Context: an optimization exercise on an open-source flow, tuned for a short achievable clock period and few clock cycles per item. The choices shown serve that exercise and are no tape-out recipe.
Only simulation tests tie the RTL to the original design; equivalence was not proved.
Power and IR drop assume default switching activity.

`flow/run.sh`:
```
#!/bin/bash
set -euo pipefail
MARGIN=6.0
sed "s|\"\${@:-finish}\"|SETUP_SLACK_MARGIN=${MARGIN} \"\${@:-finish}\"|" standard.sh > standard_margin.sh
grep -q "SETUP_SLACK_MARGIN=${MARGIN}" standard_margin.sh
bash standard_margin.sh > flow_make.log 2>&1
```
`standard.sh`:
```
#!/bin/bash
# synth_recipe.tcl (not shown) runs the flow's synth.tcl, then flattens the netlist and writes it again
# the make line also repeats each setting of config.mk as NAME=value (left out here)
make -C /OpenROAD-flow-scripts/flow DESIGN_CONFIG=/design/flow/config.mk WORK_HOME=/design/flow/orfs CLKGATE_MAP_FILE= SYNTH_SCRIPT=/design/flow/synth_recipe.tcl "${@:-finish}"
```
`config.mk`:
```
export PLATFORM = sky130hd
export DESIGN_NAME = pipeline_cpu
export DESIGN_NICKNAME = pipeline_cpu
export VERILOG_FILES = /design/flow/design.v
export SDC_FILE = /design/flow/constraint.sdc
export NUM_CORES = 4
export LEC_CHECK = 0
export CAP_MARGIN = 40
export CORE_MARGIN = 2
export CORE_UTILIZATION = 40
export SETUP_SLACK_MARGIN = 5
export SLEW_MARGIN = 40
```
`constraint.sdc`:
```
create_clock -name core_clock -period 8.5 [get_ports {clk}]
set_input_delay 1.7000 -clock core_clock [delete_from_list [all_inputs] [get_ports {clk}]]
set_output_delay 1.7000 -clock core_clock [all_outputs]
set_load 0.01 [all_outputs]
```
`design.v`:
```
package cpu_pkg;
    localparam int xlen = 32;
    localparam int reg_addr_width = 5;
    typedef logic [xlen-1:0] word_t;
    typedef logic [reg_addr_width-1:0] reg_addr_t;
    localparam logic [6:0] op_imm    = 7'b0010011;
    localparam logic [6:0] op_reg    = 7'b0110011;
    localparam logic [6:0] op_lui    = 7'b0110111;
    localparam logic [6:0] op_auipc  = 7'b0010111;
    localparam logic [6:0] op_jal    = 7'b1101111;
    localparam logic [6:0] op_branch = 7'b1100011;
endpackage
module pipeline_cpu (
    input  logic clk,
    input  logic rst,
    output cpu_pkg::word_t imem_addr,
    input  cpu_pkg::word_t imem_data,
    output logic retire_valid,
    output cpu_pkg::word_t retire_pc,
    output cpu_pkg::reg_addr_t retire_rd,
    output cpu_pkg::word_t retire_data,
    output logic retire_illegal
);
    logic [11:0] f_idx;      
    logic        f_known;    
    logic [31:0] f_pc;
    assign imem_addr = {18'b0, f_idx, 2'b00};
    logic        f_jal, f_br, f_same, f_br_pred, f_pred, f_seq;
    logic [2:0]  f_f3;
    logic [11:0] f_jimm, f_bimm, f_tj, f_tb, f_t1, f_next;
    assign f_jal  = imem_data[6:0] == cpu_pkg::op_jal;
    assign f_br   = imem_data[6:0] == cpu_pkg::op_branch;
    assign f_f3   = imem_data[14:12];
    assign f_same = imem_data[19:15] == imem_data[24:20];
    assign f_br_pred = f_br && ((f_f3 == 3'b000 && (imem_data[31] || f_same))
                             || (f_f3 == 3'b001 && !f_same));
    assign f_pred = f_jal || f_br_pred;
    assign f_seq  = !f_pred;
    assign f_jimm = {imem_data[13:12], imem_data[20], imem_data[30:22]};
    assign f_bimm = {imem_data[31], imem_data[31], imem_data[7], imem_data[30:25], imem_data[11:9]};
    assign f_tj = f_idx + f_jimm;
    assign f_tb = f_idx + f_bimm;
    assign f_t1 = f_idx + 12'd1;
    assign f_next = ({12{f_jal}} & f_tj) | ({12{f_br_pred}} & f_tb) | ({12{f_seq}} & f_t1);
    logic        d_valid;
    logic [31:0] d_instr;
    logic [31:0] d_pc;
    logic        d_pred;
    logic [6:0]  d_op;
    logic [4:0]  d_rd, d_rs1, d_rs2;
    logic [2:0]  d_f3;
    logic [31:0] d_imm_i, d_imm_u, d_imm_b, d_imm_j;
    logic        d_is_imm, d_is_reg, d_is_lui, d_is_auipc, d_is_jal, d_is_br, d_legal;
    logic        d_writes;
    logic [31:0] d_pc4, d_pcb, d_pcj, d_pcu, d_next_pc, d_alt_pc;
    assign d_op  = d_instr[6:0];
    assign d_rd  = d_instr[11:7];
    assign d_f3  = d_instr[14:12];
    assign d_rs1 = d_instr[19:15];
    assign d_rs2 = d_instr[24:20];
    assign d_imm_i = {{20{d_instr[31]}}, d_instr[31:20]};
    assign d_imm_u = {d_instr[31:12], 12'b0};
    assign d_imm_b = {{19{d_instr[31]}}, d_instr[31], d_instr[7], d_instr[30:25], d_instr[11:8], 1'b0};
    assign d_imm_j = {{11{d_instr[31]}}, d_instr[31], d_instr[19:12], d_instr[20], d_instr[30:21], 1'b0};
    assign d_is_imm   = d_op == cpu_pkg::op_imm;
    assign d_is_reg   = d_op == cpu_pkg::op_reg;
    assign d_is_lui   = d_op == cpu_pkg::op_lui;
    assign d_is_auipc = d_op == cpu_pkg::op_auipc;
    assign d_is_jal   = d_op == cpu_pkg::op_jal;
    assign d_is_br    = d_op == cpu_pkg::op_branch;
    assign d_legal    = d_is_imm || d_is_reg || d_is_lui || d_is_auipc || d_is_jal || d_is_br;
    assign d_writes   = d_legal && !d_is_br && d_rd != 5'd0;
    assign d_pc4 = d_pc + 32'd4;
    assign d_pcb = d_pc + d_imm_b;
    assign d_pcj = d_pc + d_imm_j;
    assign d_pcu = d_pc + d_imm_u;
    assign d_next_pc = ({32{!d_pred}} & d_pc4) | ({32{d_pred && d_is_jal}} & d_pcj)
                     | ({32{d_pred && !d_is_jal}} & d_pcb);
    assign d_alt_pc  = d_pred ? d_pc4 : d_pcb;
    logic [31:0] regs [1:31];
    logic [31:1] d_rsel_a, d_rsel_b;
    logic        d_wsel_a, d_wsel_b;
    logic [31:0] w_a, w_b;
    always_comb begin
        w_a = {32{d_wsel_a}} & retire_data;
        w_b = {32{d_wsel_b}} & retire_data;
        for (int i = 1; i < 32; i++) begin
            w_a = w_a | ({32{d_rsel_a[i]}} & regs[i]);
            w_b = w_b | ({32{d_rsel_b[i]}} & regs[i]);
        end
    end
    logic        e_wen;      
    logic [4:0]  e_rd;
    logic [4:0]  f_rs1, f_rs2;
    logic        f_wsel_a, f_wsel_b;
    logic [31:1] f_rsel_a, f_rsel_b;
    assign f_rs1 = imem_data[19:15];
    assign f_rs2 = imem_data[24:20];
    assign f_wsel_a = e_wen && e_rd == f_rs1;
    assign f_wsel_b = e_wen && e_rd == f_rs2;
    always_comb begin
        for (int i = 1; i < 32; i++) begin
            f_rsel_a[i] = !f_wsel_a && f_rs1 == 5'(i);
            f_rsel_b[i] = !f_wsel_b && f_rs2 == 5'(i);
        end
    end
    logic        d_use_rs2;
    logic [31:0] d_b_nf;
    assign d_use_rs2 = d_is_reg || d_is_br;
    always_comb begin
        if (d_use_rs2)        d_b_nf = w_b;
        else if (d_is_imm)    d_b_nf = d_imm_i;
        else if (d_is_lui)    d_b_nf = d_imm_u;
        else if (d_is_auipc)  d_b_nf = d_pcu;
        else                  d_b_nf = d_pc4;    
    end
    logic d_sel_add, d_sel_sub, d_sel_sll, d_sel_slt, d_sel_xor, d_sel_srl, d_sel_or, d_sel_and, d_sel_b;
    logic d_alu, d_sub;
    assign d_alu = d_is_imm || d_is_reg;
    assign d_sub = d_is_reg && d_instr[31:25] == 7'b0100000;
    assign d_sel_add = d_alu && (d_f3 == 3'b000 || d_f3 == 3'b011);
    assign d_sel_sub = d_alu && d_f3 == 3'b000 && d_sub;
    assign d_sel_sll = d_alu && d_f3 == 3'b001;
    assign d_sel_slt = d_alu && d_f3 == 3'b010;
    assign d_sel_xor = d_alu && d_f3 == 3'b100;
    assign d_sel_srl = d_alu && d_f3 == 3'b101;
    assign d_sel_or  = d_alu && d_f3 == 3'b110;
    assign d_sel_and = d_alu && d_f3 == 3'b111;
    assign d_sel_b   = !d_alu;
    logic        e_valid, e_writes, e_illegal;
    logic [31:0] e_pc, e_a, e_b, e_alt_pc;
    logic        e_sel_add, e_sel_sub, e_sel_sll, e_sel_slt, e_sel_xor, e_sel_srl, e_sel_or, e_sel_and, e_sel_b;
    logic        e_br, e_beq, e_bne, e_pred;
    logic [31:0] e_sum, e_result;
    logic        e_sub;
    logic [4:0]  e_shamt;    
    logic        e_lt, e_eq, e_taken, e_mispredict;
    assign e_sum = e_a + (e_b ^ {32{e_sub}}) + {31'b0, e_sub};
    assign e_lt  = (e_a[31] != e_b[31]) ? e_a[31] : e_sum[31];
    logic [31:0] e_other;
    assign e_other  = ({32{e_sel_sll}} & (e_a << e_shamt))
                    | ({32{e_sel_slt}} & {31'b0, e_lt})
                    | ({32{e_sel_xor}} & (e_a ^ e_b))
                    | ({32{e_sel_srl}} & (e_a >> e_shamt))
                    | ({32{e_sel_or}}  & (e_a | e_b))
                    | ({32{e_sel_and}} & (e_a & e_b))
                    | ({32{e_sel_b}}   & e_b);
    assign e_result = ({32{e_sel_add}} & e_sum) | e_other;
    assign e_eq = e_a == e_b;
    assign e_taken = (e_beq && e_eq) || (e_bne && !e_eq);
    assign e_mispredict = e_valid && e_br && (e_taken != e_pred);
    logic d_fwd_a, d_fwd_b;
    assign d_fwd_a = e_wen && e_rd == d_rs1;
    assign d_fwd_b = e_wen && d_use_rs2 && e_rd == d_rs2;
    logic e_zero_ok, e_zero, e_sum0;
    logic d_res_both, d_res_zero, d_resolved;
    logic d_m_eq, d_m_ne, d_mispredict;
    assign e_sum0 = !(e_a[0] ^ e_b[0]) && ((e_a[31:1] ^ e_b[31:1]) == (e_a[30:0] | e_b[30:0]));
    assign e_zero_ok = e_sel_add || e_sel_xor || e_sel_or || e_sel_and || e_sel_b;
    assign e_zero = (e_sel_add && (e_sub ? e_eq : e_sum0))
                 || (e_sel_xor && e_eq)
                 || (e_sel_or && (e_a | e_b) == 32'd0)
                 || (e_sel_and && (e_a & e_b) == 32'd0)
                 || (e_sel_b && e_b == 32'd0);
    assign d_res_both = d_fwd_a && d_fwd_b;
    assign d_res_zero = ((d_fwd_a && d_rs2 == 5'd0) || (d_fwd_b && d_rs1 == 5'd0)) && e_zero_ok;
    assign d_resolved = d_res_both || d_res_zero;
    assign d_m_eq = d_valid && d_is_br && ((d_f3 == 3'b000) != d_pred);
    assign d_m_ne = d_valid && d_is_br && ((d_f3 == 3'b001) != d_pred);
    assign d_mispredict = (d_res_both && d_m_eq)
                       || (d_res_zero && (e_zero ? d_m_eq : d_m_ne));
    always_ff @(posedge clk) begin
        if (rst) begin
            f_idx <= 12'd0;
            f_known <= 1'b1;
            d_valid <= 1'b0;
            e_valid <= 1'b0;
            e_wen <= 1'b0;
            retire_valid <= 1'b0;
        end else begin
            retire_valid <= e_valid;
            if (e_mispredict) begin
                f_idx <= e_alt_pc[13:2];
                f_known <= 1'b1;
                d_valid <= 1'b0;
                e_valid <= 1'b0;
                e_wen <= 1'b0;
            end else begin
                f_idx <= d_mispredict ? d_alt_pc[13:2] : f_next;
                f_known <= d_mispredict;
                d_valid <= !d_mispredict;
                e_valid <= d_valid;
                e_wen <= d_valid && d_writes;
            end
        end
    end
    always_ff @(posedge clk) begin
        f_pc <= rst ? 32'd0 : e_mispredict ? e_alt_pc : d_alt_pc;
        d_instr <= imem_data;
        d_rsel_a <= f_rsel_a;
        d_rsel_b <= f_rsel_b;
        d_wsel_a <= f_wsel_a;
        d_wsel_b <= f_wsel_b;
        d_pred <= f_pred;
        d_pc <= f_known ? f_pc : d_next_pc;
        e_pc <= d_pc;
        e_a <= ({32{d_fwd_a && e_sel_add}} & e_sum) | ({32{d_fwd_a}} & e_other) | ({32{!d_fwd_a}} & w_a);
        e_b <= ({32{d_fwd_b && e_sel_add}} & e_sum) | ({32{d_fwd_b}} & e_other) | ({32{!d_fwd_b}} & d_b_nf);
        if (d_sel_sll || d_sel_srl) begin
            e_shamt <= d_fwd_b ? e_result[4:0] : d_b_nf[4:0];
        end
        e_alt_pc <= d_alt_pc;
        e_rd <= d_rd;
        e_writes <= d_writes;
        e_illegal <= !d_legal;
        e_sel_add <= d_sel_add;
        e_sub <= d_sel_sub || d_sel_slt;
        e_sel_sll <= d_sel_sll;
        e_sel_slt <= d_sel_slt;
        e_sel_xor <= d_sel_xor;
        e_sel_srl <= d_sel_srl;
        e_sel_or <= d_sel_or;
        e_sel_and <= d_sel_and;
        e_sel_b <= d_sel_b;
        e_br <= d_is_br && !d_resolved;    
        e_beq <= d_f3 == 3'b000;
        e_bne <= d_f3 == 3'b001;
        e_pred <= d_pred;
        retire_pc <= e_pc;
        retire_rd <= e_writes ? e_rd : 5'd0;     
        retire_data <= e_writes ? e_result : 32'd0;
        retire_illegal <= e_illegal;
    end
    logic [31:1] w_we;
    always_ff @(posedge clk) begin
        for (int i = 1; i < 32; i++) begin
            w_we[i] <= !rst && e_valid && e_writes && e_rd == 5'(i);
        end
    end
    always_ff @(posedge clk) begin
        for (int i = 1; i < 32; i++) begin
            if (rst) begin
                regs[i] <= 32'd0;
            end else if (w_we[i]) begin
                regs[i] <= retire_data;
            end
        end
    end
endmodule
```
==> metrics.md, run 1 <==
| Metric | Value |
|---|---|
| Status | `finished clean` |
| Main combinational cell family by area after synthesis | `compound AO/OA/AOI/OAI gates` |
| Cts hold-fix bufs | `0` |
| CP top delay family | `simple AND/OR/NAND/NOR gates` |
| Root Driver | `clkbuf_16` |
| Synth Flop Type | `dfxtp_1` |
| # H-tree levels | `4` |
| Placer's final routability congestion estimate | `about 1.0` |
| Placed Instances | `9996` |
| CTS tree | `built` |
| Asr flop ratio synth | `0` |
| VDD IR-drop max | `0.173 mV` |
| Slew headroom | `0.346` |
| Clk sinks | `~1400` |
| Adder-cell share of the synthesized area | `0.0303` |
| Fin cells | `approximately 11000` |
| Ports | `137` |
| Die Area | `186000 um^2` |
| CP Max Fanout | `5` |
| Seq/Total Area, Yosys | `0.392` |
| Initial core utilization | `0.403` |
| RSZ-0062 raised after global routing | `true` |
| Final Max Tran Viols | `0` |
| Congestion Overflow GR | `0` |
| # DRC | `0` |
| Leakage | `32.3 nW` |
| Die Ht | `between 400 and 500 um` |
| Post-layout min period | `around 3400 ps` |
| Simple-gate area share of the yosys netlist | `0.140` |
| # port buffers | `116` |
| Post-synthesis mux area share | `0.167` |
| Fin crit share | `0.402` |
| First-pass DRT Iterations | `9` |
| Max_cap viols | `0` |
| Mapped cell area | `72800 um^2` |
| Area of the multi-input gates | `45600 um^2` |
| Fin nets | `8369` |
| Num CTS Buffers | `154` |
| Worst Hold Class | `flip-flop to flip-flop` |
| Post-Route Skew | `between 50 and 60 ps` |
| 1st-iter DRT viols | `14600` |
| Xor/xnor share of the synthesized area | `0.0251` |
| Worst EP arrival | `4150 ps` |
| Setup Viol. Count Final | `0` |
| Worst Path Required | `9240 ps` |
| Compound-cell area share of the yosys netlist | `0.197` |
| Buf+Inv Stages, Crit Path | `0` |
| Max Clock Freq | `293 MHz` |
| Vias per std cell | `7.02` |
| CP Launch Type | `flip-flop` |
| Critical path, cell by cell | `nor4_1 -> nand4_1 -> nor4_1 -> a22oi_2 -> o2111ai_4 -> mux2i_4 -> mux2i_4 -> nand2_1 -> o311ai_2` |
| Core area | `181000 um^2` |
| Critical path class | `flip-flop to flip-flop` |
| Worst-path clk slew | `60 ps` |
| Fillers | `roughly 16000` |
| Antenna violations before repair | `15` |
| All-Layer GR Usage | `0.402` |
| Number of library cell types mapped by synthesis | `98` |
| # rows | `156` |
| Area grow syn2layout | `26.1%` |
| Setup slack, reg-to-reg | `5090 ps` |
| Setup TNS | `0 ps` |
| Worst-Skew Late Latency | `between 800 and 900 ps` |
| Hold_ws | `about 320 ps` |
| Mean Syn Cell Area | `9.08 um^2` |
| Synth Instances | `about 8000` |
| Remaining antenna violation count | `0` |
| Fraction of layout cells with a size suffix above 1 | `0.240` |
| Yosys warnings | `2` |
| Detailed placer's ending HPWL | `227000 um` |
| Power per cell area | `214 nW/um^2` |
| WL final | `394000 um` |
| Longest Clk Path Bufs | `3` |
| First-pass GRT wire length | `536000 um` |
| CP max stage delay | `780 ps` |
| Via Count | `74900` |
| Slowest cell on crit path | `nor4_1` |
| Number of synthesized flops with an enable pin | `6` |
| DIE WIDTH | `around 430 um` |
| Worst slew pin tran | `976 ps` |
| Critical Path Sink Type | `flip-flop` |
| Wire length per cell | `36.9 um` |
| Number of global-route vias before repair | `68600` |
| Register Area | `approximately 29000 um^2` |
| Pin count of the biggest net entering global routing | `105` |
| Final Hold Violating Endpoints | `0` |
| Seq cells post-synth | `1423` |
==> cell usage in the layout (no fill, tap or decap), types with 92 or more instances in the layout <==
master,instances
nor2_1,1299
dfxtp_1,1142
mux2i_1,1044
buf_4,411
a221oi_1,397
a22o_1,390
a22oi_1,294
nand2_1,222
nand4_1,192
clkbuf_16,161
a21oi_1,148
dfxtp_4,144
buf_6,134
dfxtp_2,131
xor2_1,107
inv_1,97
o21ai_0,92
==> power breakdown <==
part | internal [mW] | total (mW) | switching (mW) | leakage (nW)
Sequential | 7.07 | 7.55 | 0.482 | 11.7
Clock | 4.11 | 7.23 | 3.12 | 2.61
Combinational | 2.03 | 4.85 | 2.83 | 18.0
Total | 13.2 | 19.6 | 6.43 | 32.3
==> Yosys cell counts, types with 91 or more instances <==
cell      count  area share
buf_1       116      0.0060
nand2_1     248       0.013
inv_1       125      0.0064
clkbuf_1    604       0.031
nand3_1      91      0.0063
nor2_1     1353       0.070
xor2_1      140       0.017
mux2i_1    1063        0.15
nor3_1      124      0.0085
a21oi_1     252       0.017
nand4_1     192       0.016
dfxtp_1    1417        0.39
a22o_1      390       0.047
o21ai_0     145       0.010
a22oi_1     297       0.031
a221oi_1    418       0.050
ha_1        166       0.029
==> final timing paths <==
kind | start | endpoint | cells past startpoint
min | e_pc[23] | retire_pc[23] | 0
max | e_b[13] | f_idx[3] | 9
min reg2reg | e_pc[23] | retire_pc[23] | 0
max reg2reg | e_b[13] | f_idx[3] | 9
==> per-layer routing <==
layer,global-route usage,up-vias,wire length [um]
met3,0.162,1997,62100
met5,0.00104,-,91
met2,0.540,6958,150000
met4,0.286,12,36400
li1,-,29900,-
met1,0.517,36000,145000
==> cells by family (layout without fill, tap and decap cells) <==
group	after synthesis	in the layout
compound gates	1883	1883
xor+xnor	209	209
fa+ha+maj	173	173
buf+inv	900	1147
flops	1423	1423
mux	1144	1144
other cells	1	29
simple gates	2291	2291
==> what timing repair did <==
action,4_1_cts,5_1_grt
endpoints found under the setup margin,946,483
cloned,39,4
buffers inserted,258,79
resized for setup,1269,321
pin swaps,187,183
==> flip-flops by register name, summed over array words and instances (netlist names), 32 cells and up, named ones only <==
name,cells
e_b,32
d_instr,32
retire_data,32
f_pc,32
e_alt_pc,32
regs,992
e_a,32
retire_pc,32
==> area by class of cell <==
cell class / count / area share
Multi-Input combinational cell: 5720 / 0.496
Sequential cell: 1423 / 0.318
Timing Repair Buffer: 733 / 0.0889
Clock buffer: 219 / 0.0487
Tap cell: 2370 / 0.0323
Clock inverter: 64 / 0.00993
Inverter: 131 / 0.00549
Antenna cell: 9 / 0.000245
==> per-stage QoR <==
step,utilization,worst slack [ps],area (um^2),power (mW)
final,0.508,5090,91800,19.6
after global placement,0.425,3860,76800,11.1
after global routing,0.508,5030,91800,20.1
after CTS,0.496,5190,89700,19.0
after detailed placement,0.429,3830,77500,11.1
after floorplan,-,4870,74900,9.84
Testbench counts, summed over its fixed seeds: cycles 83,084, instrs 80,000.
==> inputs of run 2 (changes only) <==
==> flow/run.sh (replaced) <==
#!/bin/bash
set -euo pipefail
MARGIN=5.5
sed "s|\"\${@:-finish}\"|SETUP_SLACK_MARGIN=${MARGIN} \"\${@:-finish}\"|" standard.sh > standard_margin.sh
grep -q "SETUP_SLACK_MARGIN=${MARGIN}" standard_margin.sh
bash standard_margin.sh > flow_make.log 2>&1
--- a/config.mk
+++ b/config.mk
@@ -6,7 +6,7 @@
 export NUM_CORES = 4
 export LEC_CHECK = 0
-export CAP_MARGIN = 40
+export CAP_MARGIN = 60
 export CORE_MARGIN = 2
 export CORE_UTILIZATION = 40
 export SETUP_SLACK_MARGIN = 5
-export SLEW_MARGIN = 40
+export SLEW_MARGIN = 70
==> metrics.md, run 2 <==
| Metric | Value |
|---|---|
| RSZ-0062 raised after global routing | `true` |
| Asr flop ratio synth | `0 (unchanged)` |
| Setup Viol. Count Final | `0 (unchanged)` |
| Ports | `137 (unchanged)` |
| Post-layout min period | `3360 ps (-57.5 ps)` |
| WL final | `398000 um (+1.0%)` |
| Via Count | `75700 (+1.1%)` |
| Setup TNS | `0 ps (unchanged)` |
| Synth Flop Type | `dfxtp_1` |
| Critical path class | `flip-flop to flip-flop` |
| Max_cap viols | `0 (unchanged)` |
| Root Driver | `clkbuf_16` |
| Cts hold-fix bufs | `0 (unchanged)` |
| Post-synth top cells | `dfxtp_1, nor2_1, mux2i_1` |
| Worst slew pin tran | `552 ps (-424 ps)` |
| Synth Instances | `8024 (unchanged)` |
| Worst EP arrival | `4100 ps (-50 ps)` |
| Placer's final routability congestion estimate | `1.05 (+2.2%)` |
| Max FFs per register | `992 (unchanged)` |
| Gr busiest metal | `met2` |
| Pin count of the biggest net entering global routing | `73 (-30%)` |
| Fraction of layout cells with a size suffix above 1 | `0.244 (+0.00375)` |
| # port buffers | `116 (unchanged)` |
| Synth top area cells | `dfxtp_1, mux2i_1, nor2_1` |
| Number of library cell types mapped by synthesis | `98 (unchanged)` |
| Post-Route Skew | `72.8 ps (+16.7 ps)` |
| Seq/Total Area, Yosys | `0.392 (unchanged)` |
| Antenna violations before repair | `24 (+9)` |
| Die Area | `186000 um^2 (unchanged)` |
| # DRC | `0 (unchanged)` |
| CTS tree | `built` |
| Final Cell Area | `94800 um^2 (+3.2%)` |
| Placed cell areas | `81200 um^2 (+4.7%)` |
| Yosys warnings | `2 (unchanged)` |
| Initial core utilization | `0.403 (unchanged)` |
| Fin cells | `10800 (+0.94%)` |
| Slew headroom | `0.632 (+0.286)` |
| Placed Instances | `10100 (+1.5%)` |
| CP max stage delay | `450 ps (-330 ps)` |
| Count leader, synth | `dfxtp_1` |
| Critical Path Sink Type | `flip-flop` |
| Detailed placer's ending HPWL | `249000 um (+9.9%)` |
| Worst-path clk slew | `60 ps (about the same)` |
| Final Max Tran Viols | `0 (unchanged)` |
| Cell taking the most area after synthesis | `dfxtp_1` |
| Number of global-route vias before repair | `69000 (+0.66%)` |
| Vias per std cell | `7.03 (+0.13%)` |
| Remaining antenna violation count | `0 (unchanged)` |
| Core area | `181000 um^2 (unchanged)` |
| Met1 usage | `0.493 (-0.0242)` |
| CP Max Fanout | `8 (+3)` |
| Max Clock Freq | `298 MHz (+1.7%)` |
| Clk sinks | `1423 (unchanged)` |
| Worst-Skew Late Latency | `850 ps (about the same)` |
| Seq cells post-synth | `1423 (unchanged)` |
| Most frequent cells in the layout | `nor2_1, dfxtp_1, mux2i_1` |
| Mapped cell area | `72800 um^2 (unchanged)` |
| Grt met3 use | `0.166 (+0.00406)` |
| Status | `finished clean` |
| Top reg by flops | `regs` |
| Hold_ws | `279 ps (-44.0 ps)` |
| Final Hold Violating Endpoints | `0 (unchanged)` |
| Yosys top cell area share | `0.389 (unchanged)` |
| Fin crit share | `0.395 (-0.00677)` |
| Most common cell after layout, fill and taps aside | `nor2_1` |
| Number of synthesized flops with an enable pin | `6 (unchanged)` |
| Leakage | `33.6 nW (+4.0%)` |
| Met2 Resource Use GR | `0.567 (+0.0265)` |
| Longest Clk Path Bufs | `3 (unchanged)` |
| Mean Syn Cell Area | `9.08 um^2 (unchanged)` |
| First-pass DRT Iterations | `10 (+1)` |
| Critical path, cell by cell | `ha_1 -> nor4b_2 -> nand4_1 -> nor4_4 -> nand4_1 -> o2111ai_2 -> mux2i_2 -> buf_4 -> mux2i_4 -> buf_4 -> nand2_2 -> o311ai_2` |
| Pre-CTS setup slack | `3850 ps (+20.6 ps)` |
| Worst Hold Class | `flip-flop to flip-flop` |
| Wire length per cell | `36.9 um (+0.10%)` |
| # rows | `156 (unchanged)` |
| Final worst-path setup slack | `5140 ps (+57.5 ps)` |
| Num CTS Buffers | `155 (+0.65%)` |
| DIE WIDTH | `431 um (unchanged)` |
| Fin nets | `8464 (+1.1%)` |
| All-Layer GR Usage | `0.405 (+0.00275)` |
| Slowest cell on crit path | `nor4b_2` |
| First-pass GRT wire length | `540000 um (+0.84%)` |
| CP Launch Type | `flip-flop` |
| Worst Path Required | `9250 ps (about the same)` |
| Die Ht | `431 um (unchanged)` |
| Area grow syn2layout | `30.1%` |
| Congestion Overflow GR | `0 (unchanged)` |
| VDD IR-drop max | `0.159 mV (-7.8%)` |
| Power per cell area | `207 nW/um^2 (-3.1%)` |
| # H-tree levels | `4 (unchanged)` |
| 1st-iter DRT viols | `14300 (-2.0%)` |
run 2: critical path: cells and delay by family (launching register included):
kind	cells	cell delay (ps)
AO/OA/AOI/OAI	2	400
adder cells (fa/ha/maj)	1	320
buffers and inverters	2	350
flip-flops	1	390
multiplexers	2	590
AND/OR/NAND/NOR	5	1240
run 2: cells by family (layout without fill, tap and decap cells):
family,count (synthesis),count (layout),share of synthesized area
multiplexers,1144,1144,0.167
AO/OA/AOI/OAI,1883,1883,0.197
XOR/XNOR,209,209,0.0251
buffers and inverters,900,1241,0.0483
flip-flops,1423,1423,0.392
adder cells (fa/ha/maj),173,173,0.0303
AND/OR/NAND/NOR,2291,2291,0.140
other,1,35,0.0000515
run 2: routing by layer:
layer,wire (um),up-vias,part of all wire
li1,-,30100,-
met1,140000,36100,0.35
met2,156000,7145,0.39
met3,61600,2278,0.15
met4,39600,23,0.10
met5,340,-,0.00086
run 2: power by group:
group          switching, mW  internal, mW
Clock                   3.08          4.28
Sequential             0.441          7.06
Combinational           2.85          1.92
run 2: layout make-up:
class,count,area (um^2)
inverter,131,509
antenna,15,37.5
multi-input combinational,5720,45300
clock buffer,208,4480
clock inverter,75,1040
fill,16000,86000
sequential,1423,29300
tap,2370,2970
timing repair buffer,827,11100
run 2: final timing paths:
check	from	to	slack (ps)	depth (start not counted)
max	e_a[1]	f_idx[3]	5140	12
min	e_pc[26]	retire_pc[26]	280	0
max reg2reg	e_a[1]	f_idx[3]	5140	12
min reg2reg	e_pc[26]	retire_pc[26]	280	0
run 2: through the flow:
stage | utilization | power [mW]
2_1_floorplan | - | 9.63
3_3_place_gp | 0.419 | 11.0
3_5_place_dp | 0.449 | 11.2
4_1_cts | 0.508 | 19.0
5_1_grt | 0.524 | 20.1
6_report | 0.524 | 19.6
run 2: repair_timing:
action                                  CTS  global route
cloned                                   42            10
endpoints found under the hold margin     0             0
resized for setup                      1071           339
pin swaps                               109           155
setup buffers                           176            79
setup endpoints to repair               438           246
==> inputs of run 3 (changes only) <==
==> flow/run.sh (replaced) <==
#!/bin/bash
set -euo pipefail
MARGIN=6.0
sed "s|\"\${@:-finish}\"|SETUP_SLACK_MARGIN=${MARGIN} \"\${@:-finish}\"|" standard.sh > standard_margin.sh
grep -q "SETUP_SLACK_MARGIN=${MARGIN}" standard_margin.sh
bash standard_margin.sh > flow_make.log 2>&1
==> metrics.md, run 3 <==
| Metric | Value |
|---|---|
| Mean Syn Cell Area | `9.08 um^2 (unchanged)` |
| Worst EP arrival | `4100 ps (about the same)` |
| Setup TNS | `0 ps (unchanged)` |
| Vias per std cell | `7.06 (+0.50%)` |
| Number of global-route vias before repair | `70100 (+1.5%)` |
| VDD IR-drop max | `0.176 mV (+11%)` |
| Ports | `137 (unchanged)` |
| Detailed placer's ending HPWL | `245000 um (-1.4%)` |
| Critical path class | `flip-flop to flip-flop` |
| Cell taking the most area after synthesis | `dfxtp_1` |
| Area grow syn2layout | `33.5%` |
| Number of library cell types mapped by synthesis | `98 (unchanged)` |
| Worst slew pin tran | `588 ps (+36.3 ps)` |
| Final worst-path setup slack | `5130 ps (-15.1 ps)` |
| Seq/Total Area, Yosys | `0.392 (unchanged)` |
| CTS tree | `built` |
| Worst Hold Launch | `e_pc[23]` |
| 1st-iter DRT viols | `14700 (+2.9%)` |
| Status | `finished clean` |
| Sequential share of power | `0.378 (-0.004)` |
| Final Max Tran Viols | `0 (unchanged)` |
| Seq cells post-synth | `1423 (unchanged)` |
| Worst Path Required | `9220 ps (-30 ps)` |
| Slew headroom | `0.605 (-0.0272)` |
| Core area | `181000 um^2 (unchanged)` |
| Initial core utilization | `0.403 (unchanged)` |
| DIE WIDTH | `431 um (unchanged)` |
| Fin crit share | `0.397 (+0.00178)` |
| Placer's final routability congestion estimate | `1.03 (-2.1%)` |
| Clk sinks | `1423 (unchanged)` |
| CP Launch Type | `flip-flop` |
| Placed cell areas | `82100 um^2 (+1.1%)` |
| Max_cap viols | `0 (unchanged)` |
| Int Power | `13.5 mW (+1.8%)` |
| RR Startpoint | `e_sub` |
| Number of synthesized flops with an enable pin | `6 (unchanged)` |
| Post-layout min period | `3370 ps (+15.1 ps)` |
| Sw Share | `0.326 (+0.00133)` |
| First-pass DRT Iterations | `15 (+5)` |
| Mapped cell area | `72800 um^2 (unchanged)` |
| Cts hold-fix bufs | `0 (unchanged)` |
| Remaining antenna violation count | `0 (unchanged)` |
| Most frequent cells in the layout | `nor2_1, dfxtp_1, mux2i_1` |
| Final Cell Area | `97200 um^2 (+2.6%)` |
| Setup Viol. Count Final | `0 (unchanged)` |
| WL final | `400000 um (+0.71%)` |
| Power per cell area | `206 nW/um^2 (-0.59%)` |
| Max FFs per register | `992 (unchanged)` |
| P_sw | `6.52 mW (+2.4%)` |
| Antenna violations before repair | `21 (-13%)` |
| Yosys warnings | `2 (unchanged)` |
| Pre-CTS setup slack | `3830 ps (-23.1 ps)` |
| Num CTS Buffers | `157 (+1.3%)` |
| Synth Instances | `8024 (unchanged)` |
| CP startpoint | `e_sub` |
| First-pass GRT wire length | `543000 um (+0.48%)` |
| Synth top area cells | `dfxtp_1, mux2i_1, nor2_1` |
| Yosys top cell area share | `0.389 (unchanged)` |
| Post-Route Skew | `61.7 ps (-11.1 ps)` |
| Max Clock Freq | `297 MHz (-0.45%)` |
| Die Ht | `431 um (unchanged)` |
| Post-synth top cells | `dfxtp_1, nor2_1, mux2i_1` |
| Top reg by flops | `regs` |
| # port buffers | `116 (unchanged)` |
| Worst-Skew Late Latency | `860 ps (about the same)` |
| Pin count of the biggest net entering global routing | `64 (-12%)` |
| Fin cells | `10900 (+1.2%)` |
| Fraction of layout cells with a size suffix above 1 | `0.272 (+0.0279)` |
| Worst-path clk slew | `60 ps (about the same)` |
| Leakage | `34.5 nW (+2.8%)` |
| Wire length per cell | `36.7 um (-0.50%)` |
| CP Max Fanout | `5 (-3)` |
| # H-tree levels | `4 (unchanged)` |
| Die Area | `186000 um^2 (unchanged)` |
| Final Hold Violating Endpoints | `0 (unchanged)` |
| All-Layer GR Usage | `0.407 (+0.00181)` |
| Most common cell after layout, fill and taps aside | `nor2_1` |
| Longest Clk Path Bufs | `3 (unchanged)` |
| Worst Hold Class | `flip-flop to flip-flop` |
| Combinational Power Share | `0.253 (+0.010)` |
| Via Count | `77000 (+1.7%)` |
| Synth Flop Type | `dfxtp_1` |
| RSZ-0062 raised after global routing | `true` |
| Congestion Overflow GR | `0 (unchanged)` |
| # DRC | `0 (unchanged)` |
| # rows | `156 (unchanged)` |
| Placed Instances | `10200 (+0.19%)` |
| Fin nets | `8596 (+1.6%)` |
| Root Driver | `clkbuf_16` |
| Clock power share | `0.369 (-0.006)` |
| Count leader, synth | `dfxtp_1` |
| Fillers | `15800 (-1.6%)` |
| Asr flop ratio synth | `0 (unchanged)` |
| Critical Path Sink Type | `flip-flop` |
[run 3: final cells by class]
type | count | area (um^2) | share of cell area
diodes | 13 | 32.5 | 0.000335
clock buffers | 202 | 4270 | 0.0439
clock inverters | 84 | 1190 | 0.0122
inverters | 131 | 513 | 0.00528
multi-input cells | 5720 | 46200 | 0.475
flip-flops and latches | 1423 | 29300 | 0.302
well taps | 2370 | 2970 | 0.0305
repair buffers | 957 | 12700 | 0.131
[run 3: cell families after synthesis]
group / share of synthesized area
flops: 0.392
buf+inv: 0.0483
mux: 0.167
xor+xnor: 0.0251
compound gates: 0.197
simple gates: 0.140
fa+ha+maj: 0.0303
other cells: 0.0000515
[run 3: through the flow]
step / hold slack [ps] / total power [mW] / utilization
final: 320 / 20.0 / 0.538
after global routing: 331 / 20.5 / 0.538
after detailed placement: 312 / 11.3 / 0.454
after global placement: 311 / 11.1 / 0.425
after floorplan: 310 / 9.84 / -
after CTS: 324 / 19.1 / 0.517
[run 3: layer usage]
layer | wire length (um) | share of wire | track usage
met1 | 145000 | 0.36 | 0.520
met2 | 154000 | 0.38 | 0.548
met3 | 65300 | 0.16 | 0.170
met4 | 36400 | 0.091 | 0.283
met5 | 204 | 0.00051 | 0.00104
[run 3: what timing repair did]
action,4_1_cts,5_1_grt
gates cloned,54,5
buffers inserted,236,128
pin swaps,129,242
resized for setup,1061,439
endpoints found under the setup margin,767,394
[run 3: worst max-delay path, cell delays in order, from the launching register on]
cell	delay, ps
dfxtp_4	460
buf_6	160
buf_16	140
buf_12	110
xor2_4	170
ha_4	230
o21a_1	190
o21a_1	200
o2111ai_2	270
a21oi_4	90
buf_6	140
o21a_4	200
o21a_4	220
or3_4	390
a31oi_4	190
a21oi_2	70
[run 3: final timing paths]
check / slack (ps) / cells past startpoint / endpoint
max: 5130 / 15 / e_b[16]
max reg2reg: 5130 / 15 / e_b[16]
min reg2reg: 320 / 0 / retire_pc[23]
min: 320 / 0 / retire_pc[23]
[run 3: power groups by stage]
stage / logic (mW) / registers [mW] / clock network (mW)
after floorplan: 2.40 / 7.44 / 0
after CTS: 4.21 / 7.50 / 7.36
after detailed placement: 3.62 / 7.64 / 0
after global routing: 5.28 / 7.58 / 7.63
final: 5.06 / 7.57 / 7.39
after global placement: 3.42 / 7.63 / 0
==> inputs of run 4 (changes only) <==
==> run.sh (new file) <==
#!/bin/bash
# synth_recipe.tcl (not shown) runs the flow's synth.tcl, then flattens the netlist and writes it again
# the make line also repeats each setting of config.mk as NAME=value (left out here)
make -C /OpenROAD-flow-scripts/flow DESIGN_CONFIG=/design/flow/config.mk WORK_HOME=/design/flow/orfs CLKGATE_MAP_FILE= SYNTH_SCRIPT=/design/flow/synth_recipe.tcl finish
removed: flow/run.sh
removed: standard.sh
==> metrics.md, run 4 <==
| Metric | Value |
|---|---|
| RR Startpoint | `e_sub` |
| Core area | `181000 um^2 (unchanged)` |
| Cell taking the most area after synthesis | `dfxtp_1` |
| Vias per std cell | `6.98 (-1.1%)` |
| Wire length per cell | `36.2 um (-1.6%)` |
| Pin count of the biggest net entering global routing | `72 (+13%)` |
| Reg2reg path depth | `12 (-3)` |
| Worst-Skew Late Latency | `870 ps (about the same)` |
| Post-layout min period | `3520 ps (+148 ps)` |
| DIE WIDTH | `431 um (unchanged)` |
| Worst Hold Class | `flip-flop to flip-flop` |
| Final Max Tran Viols | `0 (unchanged)` |
| Routed length on met3 | `56400 um (-14%)` |
| RSZ-0062 raised after global routing | `true` |
| 1st-iter DRT viols | `13600 (-7.6%)` |
| Number of synthesized flops with an enable pin | `6 (unchanged)` |
| Area of the multi-input gates | `43000 um^2 (-7.1%)` |
| All-Layer GR Usage | `0.394 (-0.0133)` |
| Worst Hold Launch | `e_pc[16]` |
| Register Area | `29100 um^2 (-0.73%)` |
| Root Driver | `clkbuf_16` |
| Critical path class | `flip-flop to flip-flop` |
| Max Clock Freq | `284 MHz (-4.2%)` |
| Worst Path Required | `9180 ps (-40 ps)` |
| Congestion Overflow GR | `0 (unchanged)` |
| First-pass GRT wire length | `527000 um (-3.0%)` |
| CP Max Fanout | `17 (+12)` |
| Detailed placer's ending HPWL | `249000 um (+1.3%)` |
| Placer's final routability congestion estimate | `1.04 (+0.79%)` |
| Wire length on met2 | `153000 um (-0.73%)` |
| Yosys warnings | `2 (unchanged)` |
| Setup TNS | `0 ps (unchanged)` |
| Longest Clk Path Bufs | `3 (unchanged)` |
| Fraction of layout cells with a size suffix above 1 | `0.169 (-0.103)` |
| VDD IR-drop max | `0.171 mV (-3.1%)` |
| Power Total | `18.7 mW (-6.7%)` |
| Ports | `137 (unchanged)` |
| Worst EP arrival | `4200 ps (+100 ps)` |
| Post-Route Skew | `62.6 ps (+0.902 ps)` |
| # rows | `156 (unchanged)` |
| R2R Path End | `e_shamt[0]` |
| Seq/Total Area, Yosys | `0.392 (unchanged)` |
| CP Launch Type | `flip-flop` |
| Leakage | `31.4 nW (-9.1%)` |
| Final Hold Violating Endpoints | `0 (unchanged)` |
| Post-synth top cells | `dfxtp_1, nor2_1, mux2i_1` |
| Most common cell after layout, fill and taps aside | `nor2_1` |
| Mapped cell area | `72800 um^2 (unchanged)` |
| Area grow syn2layout | `22.2%` |
| Setup slack, reg-to-reg | `4980 ps (-150 ps)` |
| # port buffers | `116 (unchanged)` |
| Die Area | `186000 um^2 (unchanged)` |
| Yosys top cell area share | `0.389 (unchanged)` |
| Fin cells | `10500 (-3.3%)` |
| Most frequent cells in the layout | `nor2_1, dfxtp_1, mux2i_1` |
| DRT met1 WL | `137000 um (-5.5%)` |
| # H-tree levels | `4 (unchanged)` |
| Hold_ws | `325 ps (+5.12 ps)` |
| WL final | `381000 um (-4.8%)` |
| Worst-path clk slew | `60 ps (about the same)` |
| Synth top area cells | `dfxtp_1, mux2i_1, nor2_1` |
| CTS tree | `built` |
| Synth Instances | `8024 (unchanged)` |
| Power per cell area | `210 nW/um^2 (+1.9%)` |
| Num CTS Buffers | `155 (-1.3%)` |
| Status | `finished clean` |
| Count leader, synth | `dfxtp_1` |
| Hold depth | `0 (unchanged)` |
| Max layer used | `met5` |
| Max_cap viols | `0 (unchanged)` |
| Fillers | `16700 (+6.0%)` |
| Top reg by flops | `regs` |
| First-pass DRT Iterations | `9 (-6)` |
| Remaining antenna violation count | `0 (unchanged)` |
| Fin crit share | `0.414 (+0.0175)` |
| Critical Path Sink Type | `flip-flop` |
| Synth Flop Type | `dfxtp_1` |
| # DRC | `0 (unchanged)` |
| Number of global-route vias before repair | `67900 (-3.1%)` |
| Clk sinks | `1423 (unchanged)` |
| Asr flop ratio synth | `0 (unchanged)` |
| Hold path endpoint | `retire_pc[16]` |
| Setup Viol. Count Final | `0 (unchanged)` |
| Max FFs per register | `992 (unchanged)` |
| Antenna violations before repair | `22 (+4.8%)` |
| Fin nets | `8228 (-4.3%)` |
| Via Count | `73600 (-4.4%)` |
| Initial core utilization | `0.403 (unchanged)` |
| Number of library cell types mapped by synthesis | `98 (unchanged)` |
| Slew headroom | `0.638 (+0.0330)` |
| Mean Syn Cell Area | `9.08 um^2 (unchanged)` |
| Seq cells post-synth | `1423 (unchanged)` |
| Worst slew pin tran | `543 ps (-45.0 ps)` |
| Placed Instances | `10200 (+0.12%)` |
| Die Ht | `431 um (unchanged)` |
==> run 4: cell counts after synthesis <==
No cell type changed its count.
==> run 4: layer usage <==
metal  vias up  track usage
li1      29600            -
met1     35200        0.482
met2      6636        0.560
met3      2111        0.157
met4        18        0.275
met5         -      0.00729
==> run 4: repair_timing <==
| item | 4_1_cts | 5_1_grt |
|---|---|---|
| gates resized for setup | 276 | 123 |
| setup buffers | 17 | 13 |
| pin swaps | 18 | 12 |
| endpoints found under the setup margin | 108 | 61 |
| cloned | 10 | 1 |
| hold buffers | 0 | 0 |
==> run 4: area by class of cell <==
type                    count  area share
multi-input cells        5720       0.482
repair buffers            591      0.0903
flip-flops and latches   1423       0.327
clock buffers             221      0.0517
clock inverters            61     0.00905
diodes                     18    0.000506
inverters                 131     0.00562
well taps                2370      0.0333
==> run 4: how the worst max path moves through the flow <==
stage	start	to	slack (ps)	depth (start not counted)
after global placement	imem_data[23]	f_idx[6]	3570	13
after CTS	d_instr[27]	d_pc[30]	5000	12
after detailed placement	imem_data[24]	f_idx[6]	3790	13
final	e_sub	e_shamt[0]	4980	12
after floorplan	imem_data[22]	f_idx[6]	4860	11
after global routing	e_sub	e_shamt[0]	4940	12
==> run 4: kinds of logic (layout without fill, tap and decap cells) <==
group | Yosys count | in the layout | share of synthesized area
other | 1 | 38 | 0.0000515
flip-flops | 1423 | 1423 | 0.392
buffers and inverters | 900 | 1004 | 0.0483
adder cells (fa/ha/maj) | 173 | 173 | 0.0303
XOR/XNOR | 209 | 209 | 0.0251
AO/OA/AOI/OAI | 1883 | 1883 | 0.197
AND/OR/NAND/NOR | 2291 | 2291 | 0.140
multiplexers | 1144 | 1144 | 0.167
==> run 4: metrics by stage <==
step	util	instance area, um^2	worst slack, ps
after floorplan	-	73000	4860
after global placement	0.420	76000	3570
after detailed placement	0.450	81400	3790
after CTS	0.486	87900	5000
after global routing	0.492	89000	4940
final	0.493	89000	4980
==> run 4: worst max-delay path, cell delays in order (launching register included) <==
cell      delay (ps)
dfxtp_2          400
buf_12           210
xor2_1           100
ha_2             440
nand2_1          220
o21ai_1          320
a221oi_1         140
nor2b_1          270
inv_1             90
a31oi_2          260
mux2i_2          330
a31oi_2          210
a211oi_1         300
==> run 4: power by group <==
group | switching [mW] | internal, mW
combinational | 2.42 | 1.50
clock | 3.11 | 4.14
sequential | 0.461 | 7.05

## separate check: timing with driven ports
The flow's constraints put no driver on any port. The routed layouts listed below were extracted and timed again, unchanged, in two steps. Step 1 (the two cells are an assumption about what drives the block):
set clk [get_ports {clk}]
set_driving_cell -lib_cell sky130_fd_sc_hd__clkbuf_16 $clk
set_driving_cell -lib_cell sky130_fd_sc_hd__buf_2 [delete_from_list [all_inputs] $clk]
Step 2, shift: input delay + t, output delay - t, t = (earliest + latest rising clock arrival at the registers) / 2. This alone moves slack from input paths to output paths. a / b / c = no drivers / after step 1 / after step 2; a / b = the first two.
run | t (ns) | slack for setup (ns) | worst setup path at the end
run 1 | 0.925 | 5.085 / 5.085 / 4.389 | input to register
run 2 | 0.918 | 5.143 / 5.143 / 4.270 | input to register
run 3 | 0.915 | 5.128 / 5.128 / 4.406 | input to register
run 4 | 0.931 | 4.979 / 4.912 / 4.239 | input to register
After both steps setup and hold are still met in every run listed. For run 2, which loses most, drivers alone change the setup slack by 0.000 ns; drivers and shift together by -0.873 ns.
